This is an optimization exercise on Yosys and OpenROAD, whose aim is small area, a short achievable clock period and few clock cycles, not a production implementation. Function was checked by simulation only, so behaviour that the tests miss may differ from the original. Power is estimated from default activity; no workload was simulated.

`design/flow/run.sh`:
```
#!/bin/bash
# synth_recipe.tcl (not shown) runs the flow's synth.tcl, then flattens the netlist and writes it again
# the make line also repeats each setting of config.mk as NAME=value (left out here)
make -C /OpenROAD-flow-scripts/flow DESIGN_CONFIG=/design/flow/config.mk WORK_HOME=/design/flow/orfs CLKGATE_MAP_FILE= SYNTH_SCRIPT=/design/flow/synth_recipe.tcl finish
```
`design/flow/config.mk`:
```
export PLATFORM = sky130hd
export DESIGN_NAME = rau_top
export DESIGN_NICKNAME = rau_top
export VERILOG_FILES = /design/flow/design.v
export SDC_FILE = /design/flow/constraint.sdc
export NUM_CORES = 4
export LEC_CHECK = 0
export CAP_MARGIN = 20
export CORE_MARGIN = 2
export CORE_UTILIZATION = 40
export SETUP_SLACK_MARGIN = 5
export SLEW_MARGIN = 20
```
`design/flow/constraint.sdc`:
```
create_clock -name core_clock -period 11.0 [get_ports {clock}]
set_input_delay 2.2000 -clock core_clock [delete_from_list [all_inputs] [get_ports {clock}]]
set_output_delay 2.2000 -clock core_clock [all_outputs]
set_load 0.01 [all_outputs]
```
`design/flow/design.v`:
```
package rau_pkg;
   localparam logic [1:0] CMD_ADD = 2'd0;
   localparam logic [1:0] CMD_SUB = 2'd1;
   localparam logic [1:0] CMD_MUL = 2'd2;
   localparam logic [1:0] CMD_DIV = 2'd3;
   localparam logic [1:0] STAT_OK       = 2'd0;
   localparam logic [1:0] STAT_DIV_ZERO = 2'd1;
   localparam logic [1:0] STAT_OVERFLOW = 2'd2;
   localparam logic [1:0] MSTEP_N0  = 2'd0;
   localparam logic [1:0] MSTEP_N1  = 2'd1;
   localparam logic [1:0] MSTEP_DEN = 2'd2;
   typedef struct packed {
      logic [1:0]         cmd;
      logic signed [31:0] a_num;
      logic signed [31:0] a_den;
      logic signed [31:0] b_num;
      logic signed [31:0] b_den;
   } req_type;
   typedef struct packed {
      logic signed [31:0] res_num;
      logic signed [31:0] res_den;
      logic [1:0]         status;
   } rsp_type;
   typedef struct packed {
      logic       load;
      logic       mul_en;
      logic [1:0] mul_step;
      logic       combine;
      logic       gcd_init;
      logic       gcd_step;
      logic       g_load;
      logic       div_init;
      logic       div_step;
      logic       div_den;
      logic       emit;
   } ctrl_cmd_type;
   typedef struct packed {
      logic den_zero;
      logic gcd_done;
      logic div_last;
   } ctrl_stat_type;
endpackage
module rau_ctrl (
   input  logic                clock,
   input  logic                reset,
   input  logic                start,
   output logic                busy,
   input  rau_pkg::req_type    req_data,
   output logic                done,
   output logic                dz,
   output logic [64:0]         n,
   output logic [63:0]         d,
   input  logic                take
);
   localparam int R  = 4;            
   localparam int HW = 36;           
   logic          full_ff, done_ff, dz_ff;
   logic [2:0]    cnt_ff;
   logic [1:0]    op_ff;
   logic [31:0]   an_ff, ad_ff, bn_ff, bd_ff;
   logic signed [HW-1:0] nh_ff, dh_ff;
   logic          accept, dz_in, last;
   logic signed [R:0]    ca, cd;
   logic signed [31:0]   xa, xb, xc;
   logic signed [R+32:0] pa, pb, pc;
   logic signed [HW:0]   sn, sd;
   assign busy   = full_ff;
   assign accept = start && !full_ff;
   assign dz_in  = (req_data.a_den == '0) ||
                   ((req_data.cmd == rau_pkg::CMD_DIV) ? (req_data.b_num == '0)
                                                       : (req_data.b_den == '0));
   assign last = (cnt_ff == 3'd7);
   assign ca   = {last & an_ff[R-1], an_ff[R-1:0]};
   assign cd   = {last & ad_ff[R-1], ad_ff[R-1:0]};
   assign xa   = (op_ff == rau_pkg::CMD_MUL) ? bn_ff : bd_ff;
   assign xb   = op_ff[1] ? 32'sd0 : bn_ff;
   assign xc   = (op_ff == rau_pkg::CMD_DIV) ? bn_ff : bd_ff;
   assign pa   = xa * ca;
   assign pb   = xb * cd;
   assign pc   = xc * cd;
   assign sn   = (op_ff == rau_pkg::CMD_SUB) ? (nh_ff + pa - pb)
                                             : (nh_ff + pa + pb);
   assign sd   = dh_ff + pc;
   always_ff @(posedge clock) begin
      if (reset) begin
         full_ff <= 1'b0;
         done_ff <= 1'b0;
      end else if (accept) begin
         full_ff <= 1'b1;
         done_ff <= dz_in;
      end else if (take) begin
         full_ff <= 1'b0;
         done_ff <= 1'b0;
      end else if (full_ff && !done_ff && last) begin
         done_ff <= 1'b1;
      end
   end
   always_ff @(posedge clock) begin
      if (accept) begin
         op_ff  <= req_data.cmd;
         an_ff  <= req_data.a_num;
         ad_ff  <= req_data.a_den;
         bn_ff  <= req_data.b_num;
         bd_ff  <= req_data.b_den;
         nh_ff  <= '0;
         dh_ff  <= '0;
         cnt_ff <= '0;
         dz_ff  <= dz_in;
      end else if (full_ff && !done_ff) begin
         an_ff  <= {sn[R-1:0], an_ff[31:R]};
         ad_ff  <= {sd[R-1:0], ad_ff[31:R]};
         nh_ff  <= HW'(sn >>> R);
         dh_ff  <= HW'(sd >>> R);
         cnt_ff <= cnt_ff + 1'b1;
      end
   end
   assign done = done_ff;
   assign dz   = dz_ff;
   assign n    = {nh_ff[32:0], an_ff};
   assign d    = {dh_ff[31:0], ad_ff};
endmodule
module rau_datapath (
   input  logic             clock,
   input  logic             reset,
   input  logic             in_valid,
   input  logic             in_dz,
   input  logic [64:0]      in_n,
   input  logic [63:0]      in_d,
   output logic             take,
   output logic             rsp_valid,
   output rau_pkg::rsp_type rsp_data
);
   localparam int MS = 4;            
   localparam int CW = 32 + MS;      
   logic          busy_ff, abs_ff, dz_ff, tv_ff, nneg_ff, dneg_ff;
   logic [63:0]   u_ff, v_ff;
   logic [32:0]   t_ff;
   logic [CW-1:0] m11_ff, m12_ff, m21_ff, m22_ff;
   logic          rsp_valid_ff;
   rau_pkg::rsp_type rsp_ff;
   logic          uo, vo, ge, u_zero, c_ovf, t_hit, fin;
   logic [64:0]   s1, s2;
   logic [63:0]   xu, xv, ku, kv, un, vn;
   logic          u_en, v_en, c1_sh, c2_sh, c1_add, c2_add;
   logic [CW-1:0] sum1, sum2;
   logic [31:0]   enc_n, enc_d;
   logic          fits_n, fits_d;
   function automatic logic [63:0] shr(input logic [63:0] x, input logic [63:0] k);
      if (k[1])      shr = {1'b0, x[63:1]};
      else if (k[2]) shr = {2'b0, x[63:2]};
      else if (k[3]) shr = {3'b0, x[63:3]};
      else           shr = {4'b0, x[63:4]};
   endfunction
   function automatic logic [CW-1:0] shl(input logic [CW-1:0] x, input logic [63:0] k);
      if (k[1])      shl = {x[CW-2:0], 1'b0};
      else if (k[2]) shl = {x[CW-3:0], 2'b0};
      else if (k[3]) shl = {x[CW-4:0], 3'b0};
      else           shl = {x[CW-5:0], 4'b0};
   endfunction
   assign uo = u_ff[0];
   assign vo = v_ff[0];
   assign s1 = {1'b0, (abs_ff ? 64'd0 : u_ff)} - {1'b0, v_ff};
   assign s2 = {1'b0, (abs_ff ? 64'd0 : v_ff)} - {1'b0, u_ff};
   assign ge = !s1[64];
   assign u_zero = (u_ff == '0);
   assign c_ovf  = (m11_ff[CW-1:32] != '0) || (m12_ff[CW-1:32] != '0) ||
                   (m21_ff[CW-1:32] != '0) || (m22_ff[CW-1:32] != '0);
   assign t_hit  = tv_ff && (((u_ff[63:33] == '0) && (u_ff[32:0] < t_ff)) ||
                             ((v_ff[63:33] == '0) && (v_ff[32:0] < t_ff)));
   assign fin    = busy_ff && (dz_ff || (!abs_ff && (u_zero || c_ovf || t_hit)));
   assign take   = in_valid && (!busy_ff || fin);
   assign xu = uo ? s1[63:0] : u_ff;
   assign xv = vo ? s2[63:0] : v_ff;
   assign ku = (!uo && !vo) ? (u_ff | v_ff) : xu;
   assign kv = (!uo && !vo) ? (u_ff | v_ff) : xv;
   assign un = shr(xu, ku);
   assign vn = shr(xv, kv);
   assign u_en   = !uo || (vo && ge);
   assign v_en   = !vo || (uo && !ge);
   assign c1_sh  = u_en && vo;            
   assign c2_sh  = v_en && uo;
   assign c2_add = uo && vo && ge;        
   assign c1_add = uo && vo && !ge;       
   assign sum1   = m11_ff + m12_ff;
   assign sum2   = m21_ff + m22_ff;
   always_ff @(posedge clock) begin
      if (reset) begin
         busy_ff <= 1'b0;
      end else if (take) begin
         busy_ff <= 1'b1;
      end else if (fin) begin
         busy_ff <= 1'b0;
      end
   end
   always_ff @(posedge clock) begin
      if (take) begin
         u_ff    <= in_n[63:0];
         v_ff    <= in_d;
         nneg_ff <= in_n[64];
         dneg_ff <= in_d[63];
         abs_ff  <= in_n[64] || in_d[63];
         dz_ff   <= in_dz;
         tv_ff   <= 1'b0;
         m11_ff  <= CW'(1);
         m12_ff  <= '0;
         m21_ff  <= '0;
         m22_ff  <= CW'(1);
      end else if (busy_ff && abs_ff) begin
         if (nneg_ff) u_ff <= s2[63:0];
         if (dneg_ff) v_ff <= s1[63:0];
         abs_ff <= 1'b0;
      end else if (busy_ff && !fin) begin
         if (u_en) u_ff <= un;
         if (v_en) v_ff <= vn;
         if (!tv_ff && (uo || vo)) begin
            t_ff  <= ge ? u_ff[63:31] : v_ff[63:31];
            tv_ff <= 1'b1;
         end
         if (c1_sh) begin
            m11_ff <= shl(m11_ff, xu);
            m21_ff <= shl(m21_ff, xu);
         end else if (c1_add) begin
            m11_ff <= sum1;
            m21_ff <= sum2;
         end
         if (c2_sh) begin
            m12_ff <= shl(m12_ff, xv);
            m22_ff <= shl(m22_ff, xv);
         end else if (c2_add) begin
            m12_ff <= sum1;
            m22_ff <= sum2;
         end
      end
   end
   assign fits_n = (m12_ff[CW-1:32] == '0) && (!m12_ff[31] || (nneg_ff && (m12_ff[30:0] == '0)));
   assign fits_d = (m22_ff[CW-1:32] == '0) && (!m22_ff[31] || (dneg_ff && (m22_ff[30:0] == '0)));
   assign enc_n  = nneg_ff ? (32'd0 - m12_ff[31:0]) : m12_ff[31:0];
   assign enc_d  = dneg_ff ? (32'd0 - m22_ff[31:0]) : m22_ff[31:0];
   always_ff @(posedge clock) begin
      if (reset) begin
         rsp_valid_ff <= 1'b0;
      end else begin
         rsp_valid_ff <= fin;
      end
   end
   always_ff @(posedge clock) begin
      if (fin) begin
         if (dz_ff) begin
            rsp_ff.res_num <= '0;
            rsp_ff.res_den <= 32'sd1;
            rsp_ff.status  <= rau_pkg::STAT_DIV_ZERO;
         end else if (!u_zero || !fits_n || !fits_d) begin
            rsp_ff.res_num <= '0;
            rsp_ff.res_den <= 32'sd1;
            rsp_ff.status  <= rau_pkg::STAT_OVERFLOW;
         end else begin
            rsp_ff.res_num <= enc_n;
            rsp_ff.res_den <= enc_d;
            rsp_ff.status  <= rau_pkg::STAT_OK;
         end
      end
   end
   assign rsp_valid = rsp_valid_ff;
   assign rsp_data  = rsp_ff;
endmodule
module rational_arith_unit #(
   parameter int WORD_BITS = 32
) (
   input  logic    clock,
   input  logic    reset,
   input  logic    start,
   output logic    busy,
   input  rau_pkg::req_type req_data,
   output logic    rsp_valid,
   output rau_pkg::rsp_type rsp_data
);
   logic        f_done, f_dz, take;
   logic [64:0] f_n;
   logic [63:0] f_d;
   rau_ctrl u_front (
      .clock    (clock),
      .reset    (reset),
      .start    (start),
      .busy     (busy),
      .req_data (req_data),
      .done     (f_done),
      .dz       (f_dz),
      .n        (f_n),
      .d        (f_d),
      .take     (take)
   );
   rau_datapath u_reduce (
      .clock     (clock),
      .reset     (reset),
      .in_valid  (f_done),
      .in_dz     (f_dz),
      .in_n      (f_n),
      .in_d      (f_d),
      .take      (take),
      .rsp_valid (rsp_valid),
      .rsp_data  (rsp_data)
   );
endmodule
module rau_top (
   input  logic        clock,
   input  logic        reset,
   input  logic        start,
   output logic        busy,
   input  logic [1:0]  req_cmd,
   input  logic [31:0] req_a_num,
   input  logic [31:0] req_a_den,
   input  logic [31:0] req_b_num,
   input  logic [31:0] req_b_den,
   output logic        rsp_valid,
   output logic [31:0] rsp_num,
   output logic [31:0] rsp_den,
   output logic [1:0]  rsp_status
);
   rau_pkg::req_type req_data;
   rau_pkg::rsp_type rsp_data;
   assign req_data.cmd   = req_cmd;
   assign req_data.a_num = req_a_num;
   assign req_data.a_den = req_a_den;
   assign req_data.b_num = req_b_num;
   assign req_data.b_den = req_b_den;
   rational_arith_unit u_rau (
      .clock     (clock),
      .reset     (reset),
      .start     (start),
      .busy      (busy),
      .req_data  (req_data),
      .rsp_valid (rsp_valid),
      .rsp_data  (rsp_data)
   );
   assign rsp_num    = rsp_data.res_num;
   assign rsp_den    = rsp_data.res_den;
   assign rsp_status = rsp_data.status;
endmodule
```
==> reports/metrics.yaml, run 1 <==
htreeDepth: 3
status: "timing/DRC/antenna clean"
total_power_mw: 16.5
die_area_sq_um: 179000
drt-initial-drc-count: 7353
synth_most_common_cell: "nand2_1"
crit_family: "compound AO/OA/AOI/OAI gates"
ant_nets: 0
crit_cells: 36
io_buffers: 200
cts_tree: "done"
wirelength_mm: 302
ys_types: 97
grt_max_degree: 107
core-area_sq_um: 174000
critPathArrivalTime_ns: 8.14
hold_path_depth: 0
critPathBufInv: 8
p_per_area_nw_per_um2: 207
fin_crit_sh_pct: 68.4
yosys_most_used_dff: "edfxtp_1"
stdcell_count: 11262
dr_wl_met2_mm: 137
setup_viol: 0
dpl.hpwl_mm: 227
cts.reportedPaths.clkPinSlew_ns: 0.06
place_congestion: 0.992
antenna_found_initial: 20
worst_r2r_path_depth: 36
swShare_pct: 45.2
postCtsHoldBufs: 0
grt_first_pass_wirelength_mm: 440
critPathMaxFanout: 8
drc_errors: 0
tns_ns: 0
ys_seq_elements: 580
wl_met1_mm: 119
start_util_pct: 40.4
grt_pass1_vias: 66584
vias: 69360
p_comb_share_pct: 66.8
tightest_slew_ns: 1.33
overflow: 0
skew_ns: 0.0435
num_rows: 153
post_drt_wl_per_cell_um: 26.8
vdd_drop_max_uv: 239
fillers: 17245
firstDrtPassIters: 9
synth_nets: 9903
synth_commonest_cells: "nand2_1 (1026), a21oi_1 (838), nor2_1 (789), inv_1 (716), ha_1 (523)"
grt_use_total_pct: 32.5
clock_latency_ns: 0.73
cp.required_ns: 11.62
cts-root-buf: "clkbuf_16"
min_period_ns: 7.52
synth_area_per_cell_sq_um: 7.91
cts_sinks: 580
synth_top_area_share_pct: 15.5
maxSlewHeadroom_pct: 10.7
ys_seq_area_share_pct: 21.7
whs_ns: 0.403
slowest_delay_ns: 0.55
cts_made_buffers: 77
drv_cap: 0
hold_viol: 0
end_kind: "flip-flop"
top_layer: "met5"
synth-edff-count: 362
switching_power_mw: 7.46
syn_inst: 8884
io_pins: 201
die_h_um: 423
netlist_top_cells_area: "edfxtp_1 (15%), fa_1 (10%), ha_1 (9.3%)"
die_w_um: 423
startpoint_type: "flip-flop"
hold_path_class: "reg -> reg"
drive_gt1_share_pct: 9.40
synth_top_area_cell: "edfxtp_1"
seq_power_share_pct: 17.1
vias_per_cell: 6.16
drv_slew: 0
synthToLayoutAreaGrowth_pct: 13.5
async_flop_share_pct: 0
layout.nets: 9885
synth.cell_area_sq_um: 70300
dp.cells: 10966
stdcell_area_sq_um: 79800
yosysWarnings: 2
criticalPathCategory: "reg -> reg"
cpMaxStageDelayCell: "fa_1"
placed_area_sq_um: 74600
power_leakage_nw: 33.7
wl_met3_mm: 25.6
register_area_sq_um: 15200
fmax_mhz: 133
multi_input_area_sq_um: 52000
clkPwrFrac_pct: 16.0
cp_common_cell: "a21o_1"
clock_path_buffers: 3
intPower_mw: 9.03
rsz0062_at_grt: "yes"
[cell type report]
type / count / area share, %
diodes: 7 / 0.0220
clock buffers: 99 / 2.58
clock inverters: 44 / 0.591
inverters: 720 / 3.44
multi-input cells: 7028 / 65.1
flip-flops and latches: 580 / 19.1
well taps: 2325 / 3.65
repair buffers: 456 / 5.43
repair inverters: 3 / 0.0612
[power by group through the flow]
| stage | Sequential [mW] | Clock [mW] | Combinational [mW] |
|---|---|---|---|
| floorplan | 2.63 | 0 | 6.77 |
| global placement | 2.87 | 0 | 8.59 |
| detailed placement | 2.87 | 0 | 8.70 |
| CTS | 2.82 | 2.68 | 10.1 |
| global route | 2.83 | 2.75 | 12.1 |
| finish | 2.83 | 2.64 | 11.0 |
[stage by stage]
step	setup WS (ns)	util [%]
2_1_floorplan	3.94	-
3_3_place_gp	2.58	42.8
3_5_place_dp	2.49	42.8
4_1_cts	3.50	45.2
5_1_grt	3.19	45.8
6_report	3.48	45.8
[cells by family after synthesis]
logic type / count (synthesis) / synth area share (%)
xor gates and xnor gates: 387 / 4.84
muxes: 296 / 4.42
DFF: 580 / 21.7
and+or+nand+nor: 2851 / 18.9
adders and majority gates: 886 / 19.6
buffers and inverters: 1279 / 6.97
AOI/OAI and AO/OA: 2605 / 23.6
[cell usage in the layout (no fill, tap or decap), drive strengths merged, types with 60 or more instances in the layout]
cell,n
a211oi,224
a21o,242
a21oi,838
a31oi,83
and2,263
buf,251
clkbuf,103
clkdlybuf4s50,200
dfxtp,218
edfxtp,362
fa,363
ha,523
inv,721
mux2,85
mux2i,208
nand2,1026
nand3,115
nand4,106
nor2,810
nor2b,67
nor3,111
nor4,71
o211ai,110
o21a,60
o21ai,501
o21bai,72
o31ai,60
or2,81
xnor2,211
xor2,175
[final timing paths]
path | startpoint | endpoint | slack, ns
hold reg to reg | u_rau.u_front.dz_ff$_DFFE_PP_ | u_rau.u_reduce.dz_ff$_DFFE_PP_ | 0.40
setup reg to reg | u_rau.u_front.ad_ff[3]$_DFFE_PP_ | u_rau.u_front.nh_ff[27]$_SDFFE_PP0P_ | 3.48
setup / recovery | u_rau.u_front.ad_ff[3]$_DFFE_PP_ | u_rau.u_front.nh_ff[27]$_SDFFE_PP0P_ | 3.48
hold / removal | u_rau.u_front.dz_ff$_DFFE_PP_ | u_rau.u_reduce.dz_ff$_DFFE_PP_ | 0.40
[state kept, by name (all words and copies together), names as in the netlist, 33 cells and up]
name,count
u_rau.u_reduce.t_ff,33
u_rau.u_reduce.rsp_ff,66
u_rau.u_reduce.m12_ff,36
u_rau.u_reduce.m22_ff,36
u_rau.u_reduce.v_ff,64
u_rau.u_reduce.m11_ff,36
u_rau.u_reduce.u_ff,64
u_rau.u_front.nh_ff,33
u_rau.u_front.dh_ff,33
u_rau.u_reduce.m21_ff,36
[metal layers]
layer  GRT usage (%)  vias to the layer above
met5               0                        -
met4            17.7                       20
met3            6.07                      772
met2            52.2                     3344
met1            41.1                    33861
li1                -                    31363
[repair_timing]
item	in CTS	in global routing
gates resized for setup	175	98
setup buffers	87	46
pin swaps	63	63
cloned	7	5
endpoints found under the setup margin	232	155
Testbench counts, summed over its fixed seeds: cycles 40,666.
==> inputs of run 2 (changes only) <==
--- a/design/flow/design.v
+++ b/design/flow/design.v
@@ -51,35 +51,69 @@
    output logic [64:0]         n,
    output logic [63:0]         d,
+   output logic                n_flip,
+   output logic                d_flip,
    input  logic                take
 );
    localparam int R  = 4;            
    localparam int HW = 36;           
+   localparam int W  = HW + R;       
    logic          full_ff, done_ff, dz_ff;
    logic [2:0]    cnt_ff;
-   logic [1:0]    op_ff;
-   logic [31:0]   an_ff, ad_ff, bn_ff, bd_ff;
-   logic signed [HW-1:0] nh_ff, dh_ff;
-   logic          accept, dz_in, last;
-   logic signed [R:0]    ca, cd;
-   logic signed [31:0]   xa, xb, xc;
-   logic signed [R+32:0] pa, pb, pc;
-   logic signed [HW:0]   sn, sd;
+   logic          ma_ff, mb_ff, mc_ff, ub_ff;
+   logic          ya_ff, yd_ff;      
+   logic [31:0]   an_ff, ad_ff;
+   logic [31:0]   xa_ff, xb_ff, xc_ff;
+   logic [HW-1:0] nh_ff, dh_ff;
+   logic          accept, is_mul, is_div, is_sub, sa_in, sc_in, step, last, dz_s;
+   logic [W-1:0]  a0, a1, b0, b1, c0, c1, kn, kd;
+   logic [W-1:0]  t1s, t1c, t2s, t2c, t3s, t3c, t4s, t4c, u1s, u1c, u2s, u2c;
+   logic [W-1:0]  sn, sd;
+   function automatic logic [W-1:0] bpp(input logic [31:0] x, input logic [2:0] y,
+                                        input logic m, input logic en);
+      logic          one, two, neg;
+      logic [W-1:0]  xe;
+      one = en && (y[1] ^ y[0]);
+      two = en && ((y[2] & ~y[1] & ~y[0]) | (~y[2] & y[1] & y[0]));
+      neg = en && (y[2] ^ m);
+      xe  = W'(signed'(x));
+      bpp = ((one ? xe : '0) | (two ? (xe << 1) : '0)) ^ {W{neg}};
+   endfunction
+   function automatic logic bneg(input logic [2:0] y, input logic m, input logic en);
+      bneg = en && (y[2] ^ m);
+   endfunction
+   function automatic logic [2*W-1:0] csa(input logic [W-1:0] x, input logic [W-1:0] y,
+                                          input logic [W-1:0] z);
+      logic [W-1:0] s, c;
+      s   = x ^ y ^ z;
+      c   = ((x & y) | (x & z) | (y & z)) << 1;
+      csa = {s, c};
+   endfunction
    assign busy   = full_ff;
    assign accept = start && !full_ff;
-   assign dz_in  = (req_data.a_den == '0) ||
-                   ((req_data.cmd == rau_pkg::CMD_DIV) ? (req_data.b_num == '0)
-                                                       : (req_data.b_den == '0));
+   assign is_mul = (req_data.cmd == rau_pkg::CMD_MUL);
+   assign is_div = (req_data.cmd == rau_pkg::CMD_DIV);
+   assign is_sub = (req_data.cmd == rau_pkg::CMD_SUB);
+   assign sa_in  = req_data.a_num[31] ^ (is_mul ? req_data.b_num[31] : req_data.b_den[31]);
+   assign sc_in  = req_data.a_den[31] ^ (is_div ? req_data.b_num[31] : req_data.b_den[31]);
+   assign step = full_ff && !done_ff;
    assign last = (cnt_ff == 3'd7);
-   assign ca   = {last & an_ff[R-1], an_ff[R-1:0]};
-   assign cd   = {last & ad_ff[R-1], ad_ff[R-1:0]};
-   assign xa   = (op_ff == rau_pkg::CMD_MUL) ? bn_ff : bd_ff;
-   assign xb   = op_ff[1] ? 32'sd0 : bn_ff;
-   assign xc   = (op_ff == rau_pkg::CMD_DIV) ? bn_ff : bd_ff;
-   assign pa   = xa * ca;
-   assign pb   = xb * cd;
-   assign pc   = xc * cd;
-   assign sn   = (op_ff == rau_pkg::CMD_SUB) ? (nh_ff + pa - pb)
-                                             : (nh_ff + pa + pb);
-   assign sd   = dh_ff + pc;
+   assign dz_s = (cnt_ff == 3'd0) && ((ad_ff == '0) || (xc_ff == '0));
+   assign a0 = bpp(xa_ff, {an_ff[1:0], ya_ff}, ma_ff, 1'b1);
+   assign a1 = bpp(xa_ff, an_ff[3:1],          ma_ff, 1'b1) << 2;
+   assign b0 = bpp(xb_ff, {ad_ff[1:0], yd_ff}, mb_ff, ub_ff);
+   assign b1 = bpp(xb_ff, ad_ff[3:1],          mb_ff, ub_ff) << 2;
+   assign c0 = bpp(xc_ff, {ad_ff[1:0], yd_ff}, mc_ff, 1'b1);
+   assign c1 = bpp(xc_ff, ad_ff[3:1],          mc_ff, 1'b1) << 2;
+   assign kn = W'({bneg(an_ff[3:1], ma_ff, 1'b1), 1'b0, bneg({an_ff[1:0], ya_ff}, ma_ff, 1'b1)}) +
+               W'({bneg(ad_ff[3:1], mb_ff, ub_ff), 1'b0, bneg({ad_ff[1:0], yd_ff}, mb_ff, ub_ff)});
+   assign kd = W'({bneg(ad_ff[3:1], mc_ff, 1'b1), 1'b0, bneg({ad_ff[1:0], yd_ff}, mc_ff, 1'b1)});
+   assign {t1s, t1c} = csa(W'(signed'(nh_ff)), a0, a1);
+   assign {t2s, t2c} = csa(b0, b1, kn);
+   assign {t3s, t3c} = csa(t1s, t1c, t2s);
+   assign {t4s, t4c} = csa(t3s, t3c, t2c);
+   assign sn = t4s + t4c;
+   assign {u1s, u1c} = csa(W'(signed'(dh_ff)), c0, c1);
+   assign {u2s, u2c} = csa(u1s, u1c, kd);
+   assign sd = u2s + u2c;
    always_ff @(posedge clock) begin
       if (reset) begin
@@ -88,9 +122,9 @@
       end else if (accept) begin
          full_ff <= 1'b1;
-         done_ff <= dz_in;
+         done_ff <= 1'b0;
       end else if (take) begin
          full_ff <= 1'b0;
          done_ff <= 1'b0;
-      end else if (full_ff && !done_ff && last) begin
+      end else if (step && (last || dz_s)) begin
          done_ff <= 1'b1;
       end
@@ -98,25 +132,35 @@
    always_ff @(posedge clock) begin
       if (accept) begin
-         op_ff  <= req_data.cmd;
          an_ff  <= req_data.a_num;
          ad_ff  <= req_data.a_den;
-         bn_ff  <= req_data.b_num;
-         bd_ff  <= req_data.b_den;
+         xa_ff  <= is_mul ? req_data.b_num : req_data.b_den;
+         xb_ff  <= req_data.b_num;
+         xc_ff  <= is_div ? req_data.b_num : req_data.b_den;
+         ma_ff  <= sa_in;
+         mb_ff  <= sa_in ^ is_sub;
+         mc_ff  <= sc_in;
+         ub_ff  <= !req_data.cmd[1];
+         ya_ff  <= 1'b0;
+         yd_ff  <= 1'b0;
          nh_ff  <= '0;
          dh_ff  <= '0;
          cnt_ff <= '0;
-         dz_ff  <= dz_in;
-      end else if (full_ff && !done_ff) begin
+      end else if (step) begin
          an_ff  <= {sn[R-1:0], an_ff[31:R]};
          ad_ff  <= {sd[R-1:0], ad_ff[31:R]};
-         nh_ff  <= HW'(sn >>> R);
-         dh_ff  <= HW'(sd >>> R);
+         ya_ff  <= an_ff[R-1];
+         yd_ff  <= ad_ff[R-1];
+         nh_ff  <= sn[R+HW-1:R];
+         dh_ff  <= sd[R+HW-1:R];
          cnt_ff <= cnt_ff + 1'b1;
+         if (cnt_ff == 3'd0) dz_ff <= dz_s;
       end
    end
-   assign done = done_ff;
-   assign dz   = dz_ff;
-   assign n    = {nh_ff[32:0], an_ff};
-   assign d    = {dh_ff[31:0], ad_ff};
+   assign done   = done_ff;
+   assign dz     = dz_ff;
+   assign n      = {nh_ff[32:0], an_ff};
+   assign d      = {dh_ff[31:0], ad_ff};
+   assign n_flip = ma_ff;
+   assign d_flip = mc_ff;
 endmodule
 module rau_datapath (
@@ -127,4 +171,6 @@
    input  logic [64:0]      in_n,
    input  logic [63:0]      in_d,
+   input  logic             in_n_flip,
+   input  logic             in_d_flip,
    output logic             take,
    output logic             rsp_valid,
@@ -160,7 +206,11 @@
    assign uo = u_ff[0];
    assign vo = v_ff[0];
-   assign s1 = {1'b0, (abs_ff ? 64'd0 : u_ff)} - {1'b0, v_ff};
-   assign s2 = {1'b0, (abs_ff ? 64'd0 : v_ff)} - {1'b0, u_ff};
-   assign ge = !s1[64];
+   logic [63:0] sb;
+   logic        cge;
+   assign sb = abs_ff ? 64'd0 : v_ff;
+   rau_csub #(.W(64)) u_csub (.a(u_ff), .b(sb), .amb(s1[63:0]), .bma(s2[63:0]), .age(cge));
+   assign s1[64] = !cge;
+   assign s2[64] = 1'b0;
+   assign ge = cge;
    assign u_zero = (u_ff == '0);
    assign c_ovf  = (m11_ff[CW-1:32] != '0) || (m12_ff[CW-1:32] != '0) ||
@@ -197,7 +247,7 @@
          u_ff    <= in_n[63:0];
          v_ff    <= in_d;
-         nneg_ff <= in_n[64];
-         dneg_ff <= in_d[63];
-         abs_ff  <= in_n[64] || in_d[63];
+         nneg_ff <= in_n[64] ^ in_n_flip;
+         dneg_ff <= in_d_flip;
+         abs_ff  <= in_n[64];
          dz_ff   <= in_dz;
          tv_ff   <= 1'b0;
@@ -207,6 +257,5 @@
          m22_ff  <= CW'(1);
       end else if (busy_ff && abs_ff) begin
-         if (nneg_ff) u_ff <= s2[63:0];
-         if (dneg_ff) v_ff <= s1[63:0];
+         u_ff <= s2[63:0];
          abs_ff <= 1'b0;
       end else if (busy_ff && !fin) begin
@@ -264,4 +313,38 @@
    assign rsp_data  = rsp_ff;
 endmodule
+module rau_csub #(
+   parameter int W = 64
+) (
+   input  logic [W-1:0] a,
+   input  logic [W-1:0] b,
+   output logic [W-1:0] amb,
+   output logic [W-1:0] bma,
+   output logic         age
+);
+   localparam int L = $clog2(W);
+   logic [W-1:0] g [L+1];
+   logic [W-1:0] p [L+1];
+   logic [W-1:0] hp;
+   logic [W:0]   c0, c1;
+   assign hp   = a ^ ~b;
+   assign g[0] = a & ~b;
+   assign p[0] = hp;
+   for (genvar l = 0; l < L; l++) begin : g_lvl
+      for (genvar i = 0; i < W; i++) begin : g_bit
+         if (i >= (1 << l)) begin : g_op
+            assign g[l+1][i] = g[l][i] | (p[l][i] & g[l][i - (1 << l)]);
+            assign p[l+1][i] = p[l][i] & p[l][i - (1 << l)];
+         end else begin : g_pass
+            assign g[l+1][i] = g[l][i];
+            assign p[l+1][i] = p[l][i];
+         end
+      end
+   end
+   assign c0 = {g[L], 1'b0};
+   assign c1 = {g[L] | p[L], 1'b1};
+   assign amb = hp ^ c1[W-1:0];
+   assign bma = ~(hp ^ c0[W-1:0]);
+   assign age = c1[W];
+endmodule
 module rational_arith_unit #(
    parameter int WORD_BITS = 32
@@ -275,5 +358,5 @@
    output rau_pkg::rsp_type rsp_data
 );
-   logic        f_done, f_dz, take;
+   logic        f_done, f_dz, f_n_flip, f_d_flip, take;
    logic [64:0] f_n;
    logic [63:0] f_d;
@@ -288,4 +371,6 @@
       .n        (f_n),
       .d        (f_d),
+      .n_flip   (f_n_flip),
+      .d_flip   (f_d_flip),
       .take     (take)
    );
@@ -297,4 +382,6 @@
       .in_n      (f_n),
       .in_d      (f_d),
+      .in_n_flip (f_n_flip),
+      .in_d_flip (f_d_flip),
       .take      (take),
       .rsp_valid (rsp_valid),
==> reports/metrics.yaml, run 2 <==
status: "timing/DRC/antenna clean"
rsz0062_at_grt: "yes"
critPathMaxFanout: 48
final_cell_mix: "nand2_1 (803), a21oi_1 (622), nor2_1 (579)"
critPathBufInv: 3
hold_viol: 0
drv_cap: 0
register_area_sq_um: 16400
grt_first_pass_wirelength_mm: 343
clkPwrFrac_pct: 17.0
overflow: 0
die_h_um: 385
dp.cells: 8776
placed_area_sq_um: 61600
die_w_um: 385
wirelength_mm: 235
multi_input_area_sq_um: 38900
io_pins: 201
synth_top_area_share_pct: 20.4
tightest_slew_ns: 1.32
post-place-ws_ns: 4.42
vias: 55406
clock_path_buffers: 3
critPathArrivalTime_ns: 6.44
final_common_cell: "nand2_1"
post_drt_wl_per_cell_um: 26.2
intPower_mw: 8.96
skew_ns: 0.0446
cts_sinks: 622
layout.nets: 7621
largest-register: "u_rau.u_reduce.rsp_ff"
end_kind: "flip-flop"
synth-edff-count: 396
fillers: 14262
num_rows: 139
hold_path_end: "u_rau.u_reduce.dz_ff$_DFFE_PP_"
stdcell_area_sq_um: 65000
min_from: "u_rau.u_front.dz_ff$_DFFE_PP_"
cp.required_ns: 11.41
rrSetupSlack_ns: 4.97
hold_path_depth: 0
num_antenna_cells: 0
total_power_mw: 16.5
setup_ws_ns: 4.97
netlist_top_cells_area: "edfxtp_1 (20%), dfxtp_1 (7.8%), ha_1 (7.6%)"
syn_inst: 7080
io_buffers: 200
synth_most_common_cell: "nand2_1"
vias_per_cell: 6.19
firstDrtPassIters: 6
ant_nets: 0
start_util_pct: 40.4
synthToLayoutAreaGrowth_pct: 11.6
p_per_area_nw_per_um2: 254
yosys_most_used_dff: "edfxtp_1"
die_area_sq_um: 149000
synth.cell_area_sq_um: 58200
synth_top_area_cell: "edfxtp_1"
grt_max_degree: 101
ys_seq_elements: 622
reg_top3: "u_rau.u_reduce.rsp_ff x66, u_rau.u_reduce.u_ff x64, u_rau.u_reduce.v_ff x64"
swShare_pct: 45.8
p_comb_share_pct: 64.2
drv_slew: 0
cp_common_cell: "buf_4"
setup_viol: 0
htreeDepth: 3
cts.reportedPaths.clkPinSlew_ns: 0.06
drt-initial-drc-count: 6582
cpMaxStageDelayCell: "o21ai_0"
cts_made_buffers: 81
largest_register_ffs: 66
stdcell_count: 8954
antenna_found_initial: 11
vdd_drop_max_uv: 357
r2r_end: "u_rau.u_reduce.u_ff[57]$_DFFE_PP_"
async_flop_share_pct: 0
tns_ns: 0
worst_r2r_path_depth: 17
r2r_start: "u_rau.u_reduce.abs_ff$_SDFFCE_PN0N_"
drive_gt1_share_pct: 7.08
cts_tree: "done"
synth_commonest_cells: "nand2_1 (807), a21oi_1 (631), nor2_1 (591), o21ai_0 (570), edfxtp_1 (396)"
grt_use_total_pct: 30.6
crit_family: "compound AO/OA/AOI/OAI gates"
fin_crit_sh_pct: 54.8
power_leakage_nw: 25.2
min_period_ns: 6.03
cts-root-buf: "clkbuf_16"
clock_latency_ns: 0.72
path_cells: "buf_4 > buf_4 > nand2b_1 > ha_1 > inv_1 > fa_1 > nor2b_1 > o31a_1 > o21a_1 > o21ai_1 > a31o_2 > o21ai_0 > a21boi_0 > a21oi_1 > o22ai_1 > a211oi_1 > o31ai_1"
place_congestion: 1.04
criticalPathCategory: "reg -> reg"
hold_path_class: "reg -> reg"
core-area_sq_um: 144000
synth_area_per_cell_sq_um: 8.22
ys_seq_area_share_pct: 28.2
grt_pass1_vias: 51689
switching_power_mw: 7.56
ys_types: 93
maxSlewHeadroom_pct: 12.3
drc_errors: 0
synth_nets: 7715
seq_power_share_pct: 18.8
fmax_mhz: 166
startpoint_type: "flip-flop"
yosysWarnings: 5
dpl.hpwl_mm: 175
slowest_delay_ns: 0.97
[run 2: worst max path at each step]
stage	from	endpoint	slack, ns	cells past startpoint
6_report	u_rau.u_reduce.abs_ff$_SDFFCE_PN0N_	u_rau.u_reduce.u_ff[57]$_DFFE_PP_	4.97	17
5_1_grt	u_rau.u_front.ad_ff[3]$_DFFE_PP_	u_rau.u_front.dh_ff[25]$_SDFFE_PP0P_	4.83	17
4_1_cts	u_rau.u_front.ad_ff[0]$_DFFE_PP_	u_rau.u_front.nh_ff[34]$_SDFFE_PP0P_	4.97	25
3_5_place_dp	u_rau.u_front.ad_ff[1]$_DFFE_PP_	u_rau.u_front.nh_ff[34]$_SDFFE_PP0P_	4.42	21
3_3_place_gp	u_rau.u_front.ad_ff[1]$_DFFE_PP_	u_rau.u_front.nh_ff[34]$_SDFFE_PP0P_	4.46	21
2_1_floorplan	start	u_rau.u_front.ma_ff$_DFFE_PP_	5.10	4
[run 2: cells by family after synthesis]
logic type,count (synthesis),synth area share [%]
DFF,622,28.2
and+or+nand+nor,2019,15.6
adders and majority gates,502,12.7
xor gates and xnor gates,502,7.56
buffers and inverters,844,5.67
AOI/OAI and AO/OA,2303,25.0
muxes,288,5.21
[run 2: final cells by class]
| cell class | instances | area share (%) |
|---|---|---|
| clock inverters | 40 | 0.792 |
| repair buffers | 323 | 4.89 |
| flip-flops and latches | 622 | 25.3 |
| multi-input cells | 5617 | 59.9 |
| inverters | 341 | 2.00 |
| clock buffers | 108 | 3.42 |
| well taps | 1903 | 3.67 |
[run 2: through the flow]
stage                     utilization, %  hold WS [ns]
after floorplan                        -         0.400
after global placement              42.7         0.418
after detailed placement            42.7         0.416
after CTS                           44.7         0.431
after global routing                45.1         0.436
final                               45.1         0.427
[run 2: repair_timing]
| action | in CTS | in global routing |
|---|---|---|
| endpoints found under the setup margin | 18 | 137 |
| buffers inserted | 9 | 12 |
| hold endpoints to repair | 0 | 0 |
| hold buffers | 0 | 0 |
| gates resized for setup | 15 | 62 |
| cloned | 1 | 8 |
| pin swaps | 1 | 11 |
[run 2: worst reg2reg max path, delay by kind of cell, from the launching register on]
family                   cells  cell delay [ns]
buffers and inverters        3             0.85
AO/OA/AOI/OAI               10             3.37
adder cells (fa/ha/maj)      2             0.63
flip-flops                   1             0.32
AND/OR/NAND/NOR              2             0.58
[run 2: power groups by stage]
stage / clock, mW / combinational [mW] / sequential (mW)
finish: 2.81 / 10.6 / 3.11
global route: 2.93 / 12.1 / 3.11
CTS: 2.86 / 10.4 / 3.09
detailed placement: 0 / 10.3 / 3.14
global placement: 0 / 10.2 / 3.13
floorplan: 0 / 8.12 / 2.91
[run 2: metal layers]
metal / GRT usage [%] / wire [um] / vias up
li1: - / - / 25533
met1: 41.1 / 99200 / 26842
met2: 46.9 / 103000 / 2541
met3: 5.13 / 19100 / 490
met4: 16.0 / 14000 / 0
met5: 0 / 0 / -
Testbench counts of run 2, summed over its fixed seeds: cycles 39,823.
==> inputs of run 3 (changes only) <==
--- a/design/flow/design.v
+++ b/design/flow/design.v
@@ -56,29 +56,38 @@
 );
    localparam int R  = 4;            
-   localparam int HW = 36;           
-   localparam int W  = HW + R;       
+   localparam int PW = 34;           
+   localparam int W  = 40;           
+   localparam int HW = W - R;        
+   localparam logic [HW-1:0] KN = HW'(64'd20 * 64'h11111111);
+   localparam logic [HW-1:0] KD = HW'(64'd10 * 64'h11111111);
    logic          full_ff, done_ff, dz_ff;
    logic [2:0]    cnt_ff;
    logic          ma_ff, mb_ff, mc_ff, ub_ff;
-   logic          ya_ff, yd_ff;      
+   logic [5:0]    ea_ff;
+   logic [3:0]    ed_ff;
+   logic [1:0]    eb_ff, ec_ff;
    logic [31:0]   an_ff, ad_ff;
    logic [31:0]   xa_ff, xb_ff, xc_ff;
-   logic [HW-1:0] nh_ff, dh_ff;
+   logic [HW-1:0] ns_ff, nc_ff, ds_ff, dc_ff;
+   logic          nci_ff, dci_ff;
    logic          accept, is_mul, is_div, is_sub, sa_in, sc_in, step, last, dz_s;
+   logic [2:0]    e_a0, e_a1, e_b0, e_b1, e_c0, e_c1;
+   logic [2:0]    i_a0, i_a1, i_b0, i_b1, i_c0, i_c1;
    logic [W-1:0]  a0, a1, b0, b1, c0, c1, kn, kd;
-   logic [W-1:0]  t1s, t1c, t2s, t2c, t3s, t3c, t4s, t4c, u1s, u1c, u2s, u2c;
-   logic [W-1:0]  sn, sd;
-   function automatic logic [W-1:0] bpp(input logic [31:0] x, input logic [2:0] y,
-                                        input logic m, input logic en);
-      logic          one, two, neg;
-      logic [W-1:0]  xe;
-      one = en && (y[1] ^ y[0]);
-      two = en && ((y[2] & ~y[1] & ~y[0]) | (~y[2] & y[1] & y[0]));
-      neg = en && (y[2] ^ m);
-      xe  = W'(signed'(x));
-      bpp = ((one ? xe : '0) | (two ? (xe << 1) : '0)) ^ {W{neg}};
+   logic [W-1:0]  t1s, t1c, t2s, t2c, t3s, t3c, t4s, t4c, t5s, t5c;
+   logic [W-1:0]  u1s, u1c, u2s, u2c, u3s, u3c;
+   logic [R:0]    ln, ld;
+   logic [HW-1:0] rn_s, rn_c, rd_s, rd_c, nh, dh;
+   function automatic logic [2:0] benc(input logic [2:0] y, input logic m, input logic en);
+      benc[2] = en && (y[1] ^ y[0]);
+      benc[1] = en && ((y[2] & ~y[1] & ~y[0]) | (~y[2] & y[1] & y[0]));
+      benc[0] = en && (y[2] ^ m);
    endfunction
-   function automatic logic bneg(input logic [2:0] y, input logic m, input logic en);
-      bneg = en && (y[2] ^ m);
+   function automatic logic [W-1:0] bpp(input logic [31:0] x, input logic one,
+                                        input logic two, input logic neg);
+      logic [PW-1:0] xe, v;
+      xe  = PW'(signed'(x));
+      v   = ((one ? xe : '0) | (two ? (xe << 1) : '0)) ^ {PW{neg}};
+      bpp = W'({~v[PW-1], v[PW-2:0]});
    endfunction
    function automatic logic [2*W-1:0] csa(input logic [W-1:0] x, input logic [W-1:0] y,
@@ -89,4 +98,11 @@
       csa = {s, c};
    endfunction
+   function automatic logic [2*HW-1:0] csah(input logic [HW-1:0] x, input logic [HW-1:0] y,
+                                            input logic [HW-1:0] z);
+      logic [HW-1:0] s, c;
+      s    = x ^ y ^ z;
+      c    = ((x & y) | (x & z) | (y & z)) << 1;
+      csah = {s, c};
+   endfunction
    assign busy   = full_ff;
    assign accept = start && !full_ff;
@@ -99,21 +115,38 @@
    assign last = (cnt_ff == 3'd7);
    assign dz_s = (cnt_ff == 3'd0) && ((ad_ff == '0) || (xc_ff == '0));
-   assign a0 = bpp(xa_ff, {an_ff[1:0], ya_ff}, ma_ff, 1'b1);
-   assign a1 = bpp(xa_ff, an_ff[3:1],          ma_ff, 1'b1) << 2;
-   assign b0 = bpp(xb_ff, {ad_ff[1:0], yd_ff}, mb_ff, ub_ff);
-   assign b1 = bpp(xb_ff, ad_ff[3:1],          mb_ff, ub_ff) << 2;
-   assign c0 = bpp(xc_ff, {ad_ff[1:0], yd_ff}, mc_ff, 1'b1);
-   assign c1 = bpp(xc_ff, ad_ff[3:1],          mc_ff, 1'b1) << 2;
-   assign kn = W'({bneg(an_ff[3:1], ma_ff, 1'b1), 1'b0, bneg({an_ff[1:0], ya_ff}, ma_ff, 1'b1)}) +
-               W'({bneg(ad_ff[3:1], mb_ff, ub_ff), 1'b0, bneg({ad_ff[1:0], yd_ff}, mb_ff, ub_ff)});
-   assign kd = W'({bneg(ad_ff[3:1], mc_ff, 1'b1), 1'b0, bneg({ad_ff[1:0], yd_ff}, mc_ff, 1'b1)});
-   assign {t1s, t1c} = csa(W'(signed'(nh_ff)), a0, a1);
-   assign {t2s, t2c} = csa(b0, b1, kn);
+   assign i_a0 = benc({req_data.a_num[1:0], 1'b0}, sa_in, 1'b1);
+   assign i_a1 = benc(req_data.a_num[3:1],         sa_in, 1'b1);
+   assign i_b0 = benc({req_data.a_den[1:0], 1'b0}, sa_in ^ is_sub, !req_data.cmd[1]);
+   assign i_b1 = benc(req_data.a_den[3:1],         sa_in ^ is_sub, !req_data.cmd[1]);
+   assign i_c0 = benc({req_data.a_den[1:0], 1'b0}, sc_in, 1'b1);
+   assign i_c1 = benc(req_data.a_den[3:1],         sc_in, 1'b1);
+   assign e_a0 = benc(an_ff[5:3], ma_ff, 1'b1);
+   assign e_a1 = benc(an_ff[7:5], ma_ff, 1'b1);
+   assign e_b0 = benc(ad_ff[5:3], mb_ff, ub_ff);
+   assign e_b1 = benc(ad_ff[7:5], mb_ff, ub_ff);
+   assign e_c0 = benc(ad_ff[5:3], mc_ff, 1'b1);
+   assign e_c1 = benc(ad_ff[7:5], mc_ff, 1'b1);
+   assign a0 = bpp(xa_ff, ea_ff[5], ea_ff[4], ea_ff[3]);
+   assign a1 = bpp(xa_ff, ea_ff[2], ea_ff[1], ea_ff[0]) << 2;
+   assign b0 = bpp(xb_ff, ed_ff[3] & ub_ff, ed_ff[2] & ub_ff, eb_ff[1]);
+   assign b1 = bpp(xb_ff, ed_ff[1] & ub_ff, ed_ff[0] & ub_ff, eb_ff[0]) << 2;
+   assign c0 = bpp(xc_ff, ed_ff[3], ed_ff[2], ec_ff[1]);
+   assign c1 = bpp(xc_ff, ed_ff[1], ed_ff[0], ec_ff[0]) << 2;
+   assign kn = W'({ea_ff[0], 1'b0, ea_ff[3]}) + W'({eb_ff[0], 1'b0, eb_ff[1]});
+   assign kd = W'({ec_ff[0], 1'b0, ec_ff[1]});
+   assign {t1s, t1c} = csa(W'(ns_ff), W'(nc_ff), a0);
+   assign {t2s, t2c} = csa(a1, b0, b1);
    assign {t3s, t3c} = csa(t1s, t1c, t2s);
    assign {t4s, t4c} = csa(t3s, t3c, t2c);
-   assign sn = t4s + t4c;
-   assign {u1s, u1c} = csa(W'(signed'(dh_ff)), c0, c1);
-   assign {u2s, u2c} = csa(u1s, u1c, kd);
-   assign sd = u2s + u2c;
+   assign {t5s, t5c} = csa(t4s, t4c, kn);
+   assign ln = t5s[R-1:0] + t5c[R-1:0] + nci_ff;
+   assign {u1s, u1c} = csa(W'(ds_ff), W'(dc_ff), c0);
+   assign {u2s, u2c} = csa(u1s, u1c, c1);
+   assign {u3s, u3c} = csa(u2s, u2c, kd);
+   assign ld = u3s[R-1:0] + u3c[R-1:0] + dci_ff;
+   assign {rn_s, rn_c} = csah(ns_ff, nc_ff, ~KN);
+   assign {rd_s, rd_c} = csah(ds_ff, dc_ff, ~KD);
+   assign nh = rn_s + {rn_c[HW-1:1], nci_ff} + 1'b1;
+   assign dh = rd_s + {rd_c[HW-1:1], dci_ff} + 1'b1;
    always_ff @(posedge clock) begin
       if (reset) begin
@@ -131,5 +164,5 @@
    end
    always_ff @(posedge clock) begin
-      if (accept) begin
+      if (!full_ff) begin
          an_ff  <= req_data.a_num;
          ad_ff  <= req_data.a_den;
@@ -141,16 +174,28 @@
          mc_ff  <= sc_in;
          ub_ff  <= !req_data.cmd[1];
-         ya_ff  <= 1'b0;
-         yd_ff  <= 1'b0;
-         nh_ff  <= '0;
-         dh_ff  <= '0;
+         ea_ff  <= {i_a0, i_a1};
+         ed_ff  <= {i_c0[2:1], i_c1[2:1]};
+         eb_ff  <= {i_b0[0], i_b1[0]};
+         ec_ff  <= {i_c0[0], i_c1[0]};
+         ns_ff  <= '0;
+         nc_ff  <= '0;
+         ds_ff  <= '0;
+         dc_ff  <= '0;
+         nci_ff <= 1'b0;
+         dci_ff <= 1'b0;
          cnt_ff <= '0;
       end else if (step) begin
-         an_ff  <= {sn[R-1:0], an_ff[31:R]};
-         ad_ff  <= {sd[R-1:0], ad_ff[31:R]};
-         ya_ff  <= an_ff[R-1];
-         yd_ff  <= ad_ff[R-1];
-         nh_ff  <= sn[R+HW-1:R];
-         dh_ff  <= sd[R+HW-1:R];
+         an_ff  <= {ln[R-1:0], an_ff[31:R]};
+         ad_ff  <= {ld[R-1:0], ad_ff[31:R]};
+         ea_ff  <= {e_a0, e_a1};
+         ed_ff  <= {e_c0[2:1], e_c1[2:1]};
+         eb_ff  <= {e_b0[0], e_b1[0]};
+         ec_ff  <= {e_c0[0], e_c1[0]};
+         ns_ff  <= t5s[W-1:R];
+         nc_ff  <= t5c[W-1:R];
+         ds_ff  <= u3s[W-1:R];
+         dc_ff  <= u3c[W-1:R];
+         nci_ff <= ln[R];
+         dci_ff <= ld[R];
          cnt_ff <= cnt_ff + 1'b1;
          if (cnt_ff == 3'd0) dz_ff <= dz_s;
@@ -159,6 +204,6 @@
    assign done   = done_ff;
    assign dz     = dz_ff;
-   assign n      = {nh_ff[32:0], an_ff};
-   assign d      = {dh_ff[31:0], ad_ff};
+   assign n      = {nh[32:0], an_ff};
+   assign d      = {dh[31:0], ad_ff};
    assign n_flip = ma_ff;
    assign d_flip = mc_ff;
@@ -185,5 +230,5 @@
    logic          rsp_valid_ff;
    rau_pkg::rsp_type rsp_ff;
-   logic          uo, vo, ge, u_zero, c_ovf, t_hit, fin;
+   logic          uo, vo, ge, u_zero, c_ovf, t_hit, fin, load;
    logic [64:0]   s1, s2;
    logic [63:0]   xu, xv, ku, kv, un, vn;
@@ -206,8 +251,6 @@
    assign uo = u_ff[0];
    assign vo = v_ff[0];
-   logic [63:0] sb;
    logic        cge;
-   assign sb = abs_ff ? 64'd0 : v_ff;
-   rau_csub #(.W(64)) u_csub (.a(u_ff), .b(sb), .amb(s1[63:0]), .bma(s2[63:0]), .age(cge));
+   rau_csub #(.W(64)) u_csub (.a(u_ff), .b(v_ff), .amb(s1[63:0]), .bma(s2[63:0]), .age(cge));
    assign s1[64] = !cge;
    assign s2[64] = 1'b0;
@@ -219,5 +262,6 @@
                              ((v_ff[63:33] == '0) && (v_ff[32:0] < t_ff)));
    assign fin    = busy_ff && (dz_ff || (!abs_ff && (u_zero || c_ovf || t_hit)));
-   assign take   = in_valid && (!busy_ff || fin);
+   assign load   = in_valid && (!busy_ff || fin);
+   assign take   = (load && !(in_n[64] && !in_dz)) || (busy_ff && abs_ff);
    assign xu = uo ? s1[63:0] : u_ff;
    assign xv = vo ? s2[63:0] : v_ff;
@@ -237,5 +281,5 @@
       if (reset) begin
          busy_ff <= 1'b0;
-      end else if (take) begin
+      end else if (load) begin
          busy_ff <= 1'b1;
       end else if (fin) begin
@@ -244,10 +288,10 @@
    end
    always_ff @(posedge clock) begin
-      if (take) begin
+      if (load) begin
          u_ff    <= in_n[63:0];
-         v_ff    <= in_d;
+         v_ff    <= (in_n[64] && !in_dz) ? 64'd0 : in_d;
          nneg_ff <= in_n[64] ^ in_n_flip;
          dneg_ff <= in_d_flip;
-         abs_ff  <= in_n[64];
+         abs_ff  <= in_n[64] && !in_dz;
          dz_ff   <= in_dz;
          tv_ff   <= 1'b0;
@@ -258,4 +302,5 @@
       end else if (busy_ff && abs_ff) begin
          u_ff <= s2[63:0];
+         v_ff <= in_d;
          abs_ff <= 1'b0;
       end else if (busy_ff && !fin) begin
==> reports/metrics.yaml, run 3 <==
r2r_start: "u_rau.u_reduce.u_ff[0]$_DFFE_PP_"
ys_seq_area_share_pct: 28.4
synth_nets: 8251
clock_path_buffers: 3
tightest_slew_ns: 1.24
tns_ns: 0
synth.cell_area_sq_um: 63400
synth-edff-count: 410
min_from: "u_rau.u_front.dc_ff[6]$_SDFFE_PN0P_"
power_leakage_nw: 27.8
startpoint_type: "flip-flop"
synth_top_area_share_pct: 19.4
final_common_cell: "nor2_1"
drv_cap: 0
intPower_mw: 7.24
drive_gt1_share_pct: 6.55
hold_path_end: "u_rau.u_front.dc_ff[6]$_SDFFE_PN0P_"
critPathMaxFanout: 50
skew_ns: 0.0391
clock_latency_ns: 0.74
io_pins: 201
vdd_drop_max_uv: 132
fillers: 15614
cts_tree: "done"
p_per_area_nw_per_um2: 175
ys_seq_elements: 695
reg_top3: "u_rau.u_reduce.rsp_ff x66, u_rau.u_reduce.u_ff x64, u_rau.u_reduce.v_ff x64"
overflow: 0
ys_types: 88
die_w_um: 402
end_kind: "flip-flop"
whs_ns: 0.497
num_rows: 146
synth_most_common_cell: "nor2_1"
start_util_pct: 40.2
fin_crit_sh_pct: 54.6
setup_ws_ns: 5.00
hold_path_depth: 2
cts-root-buf: "clkbuf_16"
post_cts_buffers: 0
synthToLayoutAreaGrowth_pct: 10.4
grt_use_total_pct: 29.0
post_drt_wl_per_cell_um: 25.5
async_flop_share_pct: 0
grt_max_degree: 131
netlist_top_cells_area: "edfxtp_1 (19%), dfxtp_1 (9.0%), ha_1 (8.4%)"
drt-initial-drc-count: 6088
die_area_sq_um: 162000
wirelength_mm: 242
largest_register_ffs: 66
r2r_end: "u_rau.u_reduce.u_ff[24]$_DFFE_PP_"
rsz0062_at_grt: "no"
p_comb_share_pct: 48.3
worst_r2r_path_depth: 15
seq_power_share_pct: 27.2
min_period_ns: 6.00
core-area_sq_um: 158000
firstDrtPassIters: 9
synth_top_area_cell: "edfxtp_1"
yosysWarnings: 5
fmax_mhz: 167
place_congestion: 1.01
rrSetupSlack_ns: 5.00
cp.required_ns: 11.56
antenna_found_initial: 10
drc_errors: 0
vias_per_cell: 6.09
setup_viol: 0
post-place-ws_ns: 4.62
criticalPathCategory: "reg -> reg"
yosys_most_used_dff: "edfxtp_1"
hold_path_class: "reg -> reg"
largest-register: "u_rau.u_reduce.rsp_ff"
vias: 57886
die_h_um: 402
grt_pass1_vias: 54748
synth_commonest_cells: "nor2_1 (683), nand2_1 (633), a21oi_1 (631), inv_1 (556), o21ai_0 (433)"
status: "timing/DRC/antenna clean"
grt_first_pass_wirelength_mm: 359
cts_sinks: 695
layout.nets: 8113
ant_nets: 0
maxSlewHeadroom_pct: 17.1
io_buffers: 200
critPathArrivalTime_ns: 6.56
dpl.hpwl_mm: 183
synth_area_per_cell_sq_um: 8.47
switching_power_mw: 5.00
postCtsHoldBufs: 0
final_cell_mix: "nor2_1 (678), nand2_1 (631), a21oi_1 (627)"
clkPwrFrac_pct: 24.4
cts.reportedPaths.clkPinSlew_ns: 0.06
drv_slew: 0
syn_inst: 7490
cts_made_buffers: 88
swShare_pct: 40.8
htreeDepth: 3
hold_viol: 0
run 3: changes by cell type after synthesis, moves of 60 or more:
cell,change
xor2_1,+138
nand2b_1,-60
xnor2_1,-142
nand3_1,+88
o21ai_0,-137
nand2_1,-174
inv_1,+223
nor2_1,+92
ha_1,+71
mux2i_1,+146
run 3: worst max-delay path by stage:
| stage | start | endpoint | slack [ns] | cells past startpoint |
|---|---|---|---|---|
| after floorplan | u_rau.u_reduce.u_ff[0]$_DFFE_PP_ | u_rau.u_reduce.u_ff[0]$_DFFE_PP_ | 5.01 | 16 |
| after global placement | u_rau.u_reduce.u_ff[0]$_DFFE_PP_ | u_rau.u_reduce.m12_ff[29]$_SDFFE_PP0P_ | 4.84 | 15 |
| after detailed placement | u_rau.u_reduce.u_ff[0]$_DFFE_PP_ | u_rau.u_reduce.m12_ff[29]$_SDFFE_PP0P_ | 4.62 | 15 |
| after CTS | u_rau.u_reduce.u_ff[0]$_DFFE_PP_ | u_rau.u_reduce.m11_ff[29]$_SDFFE_PP0P_ | 5.02 | 17 |
| after global routing | u_rau.u_reduce.u_ff[0]$_DFFE_PP_ | u_rau.u_reduce.u_ff[58]$_DFFE_PP_ | 5.00 | 15 |
| final | u_rau.u_reduce.u_ff[0]$_DFFE_PP_ | u_rau.u_reduce.u_ff[24]$_DFFE_PP_ | 5.00 | 15 |
run 3: what timing repair did:
action                                  in CTS  in global routing
endpoints found under the hold margin        0                  0
pin swaps                                    1                  0
gates cloned                                 1                  0
endpoints found under the setup margin     133                150
gates resized for setup                      2                  5
run 3: metal layers:
| layer | vias to the layer above | routed length, um | GRT usage [%] |
|---|---|---|---|
| met4 | 0 | 12300 | 13.4 |
| met1 | 27960 | 103000 | 39.4 |
| met5 | - | 0 | 0 |
| met2 | 2718 | 106000 | 44.4 |
| li1 | 26713 | - | - |
| met3 | 495 | 21400 | 5.60 |
run 3: area by class of cell:
class	count	area, sq um	share of cell area [%]
Timing Repair Buffer	300	2800	4.00
Inverter	561	2120	3.03
Clock inverter	52	593	0.847
Tap cell	2072	2590	3.70
Multi-Input combinational cell	5706	41600	59.4
Clock buffer	110	2290	3.28
Antenna cell	2	5.00	0.00715
Sequential cell	695	18000	25.8
run 3: cell families after synthesis:
logic type / Yosys count / share of synthesized area, %
AO/OA/AOI/OAI: 2172 / 22.1
XOR/XNOR: 498 / 6.88
adder cells (fa/ha/maj): 628 / 14.8
buffers and inverters: 1090 / 6.50
flip-flops: 695 / 28.4
multiplexers: 460 / 7.55
AND/OR/NAND/NOR: 1947 / 13.8
run 3: critical path: stages (launching register included):
cell and delay [ns]:
edfxtp_1 0.34, buf_6 0.44, inv_1 0.13, buf_4 0.39, ha_1 0.33, xnor2_1 0.31, a21o_1 0.18, buf_4 0.42
o21ai_2 0.08, buf_4 0.31, nor2_1 0.84, buf_4 0.33, nand2_1 0.28, nor2_1 1.04, o211ai_1 0.19, nand3_1 0.18
run 3: stage by stage:
step                      util [%]  cells  total power, mW  instance area, sq um
final                         44.3   9498             12.2                 70000
after CTS                     44.3   9495             12.3                 69900
after global placement        42.5   9331             9.12                 67000
after global routing          44.3   9496             13.3                 70000
after floorplan                  -   7490             7.55                 63400
after detailed placement      42.5   9332             9.27                 67000
run 3: power groups by stage:
stage,combinational [mW],clock [mW],sequential (mW)
floorplan,4.35,0,3.20
global placement,5.75,0,3.37
detailed placement,5.90,0,3.37
CTS,5.97,3.04,3.32
global route,6.86,3.13,3.35
finish,5.92,2.99,3.33
Testbench counts of run 3, summed over its fixed seeds: cycles 39,847.
==> inputs of run 4 (changes only) <==
--- a/design/flow/design.v
+++ b/design/flow/design.v
@@ -57,5 +57,5 @@
    localparam int R  = 4;            
    localparam int PW = 34;           
-   localparam int W  = 40;           
+   localparam int W  = 38;           
    localparam int HW = W - R;        
    localparam logic [HW-1:0] KN = HW'(64'd20 * 64'h11111111);
@@ -223,5 +223,5 @@
 );
    localparam int MS = 4;            
-   localparam int CW = 32 + MS;      
+   localparam int CW = 33;           
    logic          busy_ff, abs_ff, dz_ff, tv_ff, nneg_ff, dneg_ff;
    logic [63:0]   u_ff, v_ff;
@@ -230,5 +230,5 @@
    logic          rsp_valid_ff;
    rau_pkg::rsp_type rsp_ff;
-   logic          uo, vo, ge, u_zero, c_ovf, t_hit, fin, load;
+   logic          uo, vo, ge, u_zero, t_hit, fin, load;
    logic [64:0]   s1, s2;
    logic [63:0]   xu, xv, ku, kv, un, vn;
@@ -257,9 +257,7 @@
    assign ge = cge;
    assign u_zero = (u_ff == '0);
-   assign c_ovf  = (m11_ff[CW-1:32] != '0) || (m12_ff[CW-1:32] != '0) ||
-                   (m21_ff[CW-1:32] != '0) || (m22_ff[CW-1:32] != '0);
    assign t_hit  = tv_ff && (((u_ff[63:33] == '0) && (u_ff[32:0] < t_ff)) ||
                              ((v_ff[63:33] == '0) && (v_ff[32:0] < t_ff)));
-   assign fin    = busy_ff && (dz_ff || (!abs_ff && (u_zero || c_ovf || t_hit)));
+   assign fin    = busy_ff && (dz_ff || (!abs_ff && (u_zero || t_hit)));
    assign load   = in_valid && (!busy_ff || fin);
    assign take   = (load && !(in_n[64] && !in_dz)) || (busy_ff && abs_ff);
==> design/flow/flow/run.sh (new file) <==
#!/bin/bash
set -euo pipefail
bash standard.sh SETUP_SLACK_MARGIN=7 finish > standard_flow.log 2>&1
==> design/flow/standard.sh (new file) <==
#!/bin/bash
# synth_recipe.tcl (not shown) runs the flow's synth.tcl, then flattens the netlist and writes it again
# the make line also repeats each setting of config.mk as NAME=value (left out here)
make -C /OpenROAD-flow-scripts/flow DESIGN_CONFIG=/design/flow/config.mk WORK_HOME=/design/flow/orfs CLKGATE_MAP_FILE= SYNTH_SCRIPT=/design/flow/synth_recipe.tcl "${@:-finish}"
--- a/design/flow/config.mk
+++ b/design/flow/config.mk
@@ -9,4 +9,3 @@
 export CORE_MARGIN = 2
 export CORE_UTILIZATION = 40
-export SETUP_SLACK_MARGIN = 5
 export SLEW_MARGIN = 20
removed: design/flow/run.sh
==> reports/metrics.yaml, run 4 <==
status: "timing/DRC/antenna clean"
cts_sinks: 683
hold_viol: 0
rsz0062_at_grt: "yes"
min_from: "u_rau.u_front.dc_ff[30]$_SDFFE_PN0P_"
p_per_area_nw_per_um2: 159
worst_r2r_path_depth: 22
grt_use_total_pct: 30.9
post_drt_wl_per_cell_um: 28.1
hold_path_depth: 2
io_buffers: 200
intPower_mw: 7.51
slowest_delay_ns: 0.47
startpoint_type: "flip-flop"
stdcell_count: 9655
ys_seq_elements: 683
grt_max_degree: 136
critPathMaxFanout: 7
synth.cell_area_sq_um: 62100
min_period_ns: 4.25
dp.cells: 9034
synth_most_common_cell: "nor2_1"
setup_ws_ns: 6.75
criticalPathCategory: "reg -> reg"
netlist_top_cells_area: "edfxtp_1 (20%), dfxtp_1 (8.8%), ha_1 (8.4%)"
yosys_most_used_dff: "edfxtp_1"
vias_per_cell: 6.30
synth_area_per_cell_sq_um: 8.62
cpMaxStageDelayCell: "edfxtp_1"
setup_viol: 0
final_cell_mix: "nor2_1 (672), inv_1 (552), a21oi_1 (507)"
async_flop_share_pct: 0
htreeDepth: 3
cts_made_buffers: 86
rrSetupSlack_ns: 6.75
vias: 60821
largest-register: "u_rau.u_reduce.rsp_ff"
dpl.hpwl_mm: 176
power_leakage_nw: 31.5
ant_nets: 0
synth_top_area_share_pct: 19.8
die_h_um: 398
fin_crit_sh_pct: 38.7
tightest_slew_ns: 1.06
cp_common_cell: "buf_6"
yosysWarnings: 5
synth-edff-count: 410
seq_power_share_pct: 25.8
p_comb_share_pct: 49.6
stdcell_area_sq_um: 79100
hold_path_end: "u_rau.u_front.dc_ff[30]$_SDFFE_PN0P_"
cts_tree: "done"
overflow: 0
drv_slew: 0
synth_top_area_cell: "edfxtp_1"
place_congestion: 0.988
postCtsHoldBufs: 0
synthToLayoutAreaGrowth_pct: 27.4
die_w_um: 398
cts.reportedPaths.clkPinSlew_ns: 0.07
antenna_found_initial: 10
tns_ns: 0
total_power_mw: 12.6
layout.nets: 8294
hold_path_class: "reg -> reg"
switching_power_mw: 5.10
synth_commonest_cells: "nor2_1 (708), a21oi_1 (608), inv_1 (575), nand2_1 (545), ha_1 (418)"
critPathBufInv: 9
syn_inst: 7207
firstDrtPassIters: 8
io_pins: 201
synth_nets: 7962
r2r_end: "u_rau.u_reduce.m12_ff[32]$_SDFFE_PP0P_"
end_kind: "flip-flop"
drive_gt1_share_pct: 20.7
swShare_pct: 40.5
largest_register_ffs: 66
ys_types: 104
drv_cap: 0
fmax_mhz: 235
clock_latency_ns: 0.72
critPathArrivalTime_ns: 4.91
grt_pass1_vias: 55019
drt-initial-drc-count: 7421
ys_seq_area_share_pct: 28.6
post-place-ws_ns: 4.42
clock_path_buffers: 3
placed_area_sq_um: 65600
start_util_pct: 40.3
die_area_sq_um: 158000
core-area_sq_um: 154000
wirelength_mm: 271
reg_top3: "u_rau.u_reduce.rsp_ff x66, u_rau.u_reduce.u_ff x64, u_rau.u_reduce.v_ff x64"
maxSlewHeadroom_pct: 29.6
final_common_cell: "nor2_1"
grt_first_pass_wirelength_mm: 369
path_cells: "buf_12 > ha_4 > fa_2 > nor2b_4 > o21ai_4 > buf_6 > buf_6 > a21oi_4 > o21ai_2 > buf_6 > buf_6 > a211oi_4 > o21ai_4 > a31oi_4 > buf_12 > clkbuf_16 > a21o_4 > a21o_4 > clkbuf_16 > buf_4 > a21oi_2 > a32o_1"
crit_family: "compound AO/OA/AOI/OAI gates"
cts-root-buf: "clkbuf_16"
vdd_drop_max_uv: 222
skew_ns: 0.0441
drc_errors: 0
## run 4: cell count changes after synthesis, moves of 53 or more
cell,previous run,this run
o21ai_0,433,326
nand2_1,633,545
clkbuf_1,432,351
nand3_1,163,96
a211o_1,72,17
buf_2,18,71
## run 4: worst min-delay path: stages (launching register included)
cell	delay, ns
dfxtp_1	0.32
mux2i_1	0.07
nor2_1	0.07
## run 4: worst max path at each step
stage / slack [ns] / cells past startpoint / start / end
final: 6.75 / 22 / u_rau.u_reduce.u_ff[0]$_DFFE_PP_ / u_rau.u_reduce.m12_ff[32]$_SDFFE_PP0P_
after global routing: 6.66 / 22 / u_rau.u_reduce.u_ff[0]$_DFFE_PP_ / u_rau.u_reduce.m22_ff[32]$_SDFFE_PP0P_
after detailed placement: 4.42 / 17 / u_rau.u_reduce.u_ff[0]$_DFFE_PP_ / u_rau.u_reduce.m22_ff[32]$_SDFFE_PP0P_
after global placement: 4.59 / 17 / u_rau.u_reduce.u_ff[0]$_DFFE_PP_ / u_rau.u_reduce.m22_ff[4]$_SDFFE_PP0P_
after CTS: 6.71 / 15 / u_rau.u_front.ed_ff[2]$_DFFE_PP_ / u_rau.u_front.an_ff[31]$_DFFE_PP_
after floorplan: 6.94 / 16 / u_rau.u_front.ed_ff[3]$_DFFE_PP_ / u_rau.u_front.an_ff[31]$_DFFE_PP_
## run 4: power by group through the flow
stage / Clock, mW / Sequential [mW] / Combinational, mW
after global routing: 3.21 / 3.27 / 7.18
after CTS: 3.10 / 3.23 / 6.19
after global placement: 0 / 3.27 / 5.66
after floorplan: 0 / 3.13 / 4.18
after detailed placement: 0 / 3.28 / 5.77
final: 3.10 / 3.25 / 6.26
## run 4: layout make-up
| cell class | count | area [sq um] |
|---|---|---|
| multi-input combinational | 5465 | 45100 |
| timing repair buffer | 723 | 8400 |
| tap | 2044 | 2560 |
| clock inverter | 43 | 581 |
| antenna | 2 | 5.00 |
| fill | 14073 | 74900 |
| sequential | 683 | 17800 |
| timing repair inverter | 2 | 15.0 |
| inverter | 578 | 2250 |
| clock buffer | 115 | 2390 |
## run 4: cell families after synthesis
kind of cell,synth area share [%]
AND/OR/NAND/NOR,12.6
AO/OA/AOI/OAI,21.7
adder cells (fa/ha/maj),15.0
XOR/XNOR,7.19
flip-flops,28.6
buffers and inverters,6.88
multiplexers,7.98
## run 4: per-layer routing
layer / global-route usage, % / vias up / routed length, um
met1: 41.5 / 29482 / 108000
met4: 13.4 / 10 / 17700
met2: 47.5 / 3747 / 115000
met5: 0 / - / 72
met3: 6.96 / 960 / 30800
li1: - / 26622 / -
## run 4: timing repair
action	4_1_cts	5_1_grt
pin swaps	135	273
gates cloned	38	69
gates resized for setup	592	606
endpoints found under the setup margin	496	405
setup buffers	162	191
## run 4: stage by stage
stage,hold slack (ns),util (%)
finish,0.496,51.4
global route,0.523,51.4
CTS,0.497,47.7
detailed placement,0.485,42.6
global placement,0.475,42.6
floorplan,0.437,-
Testbench counts of run 4, summed over its fixed seeds: cycles 39,847.
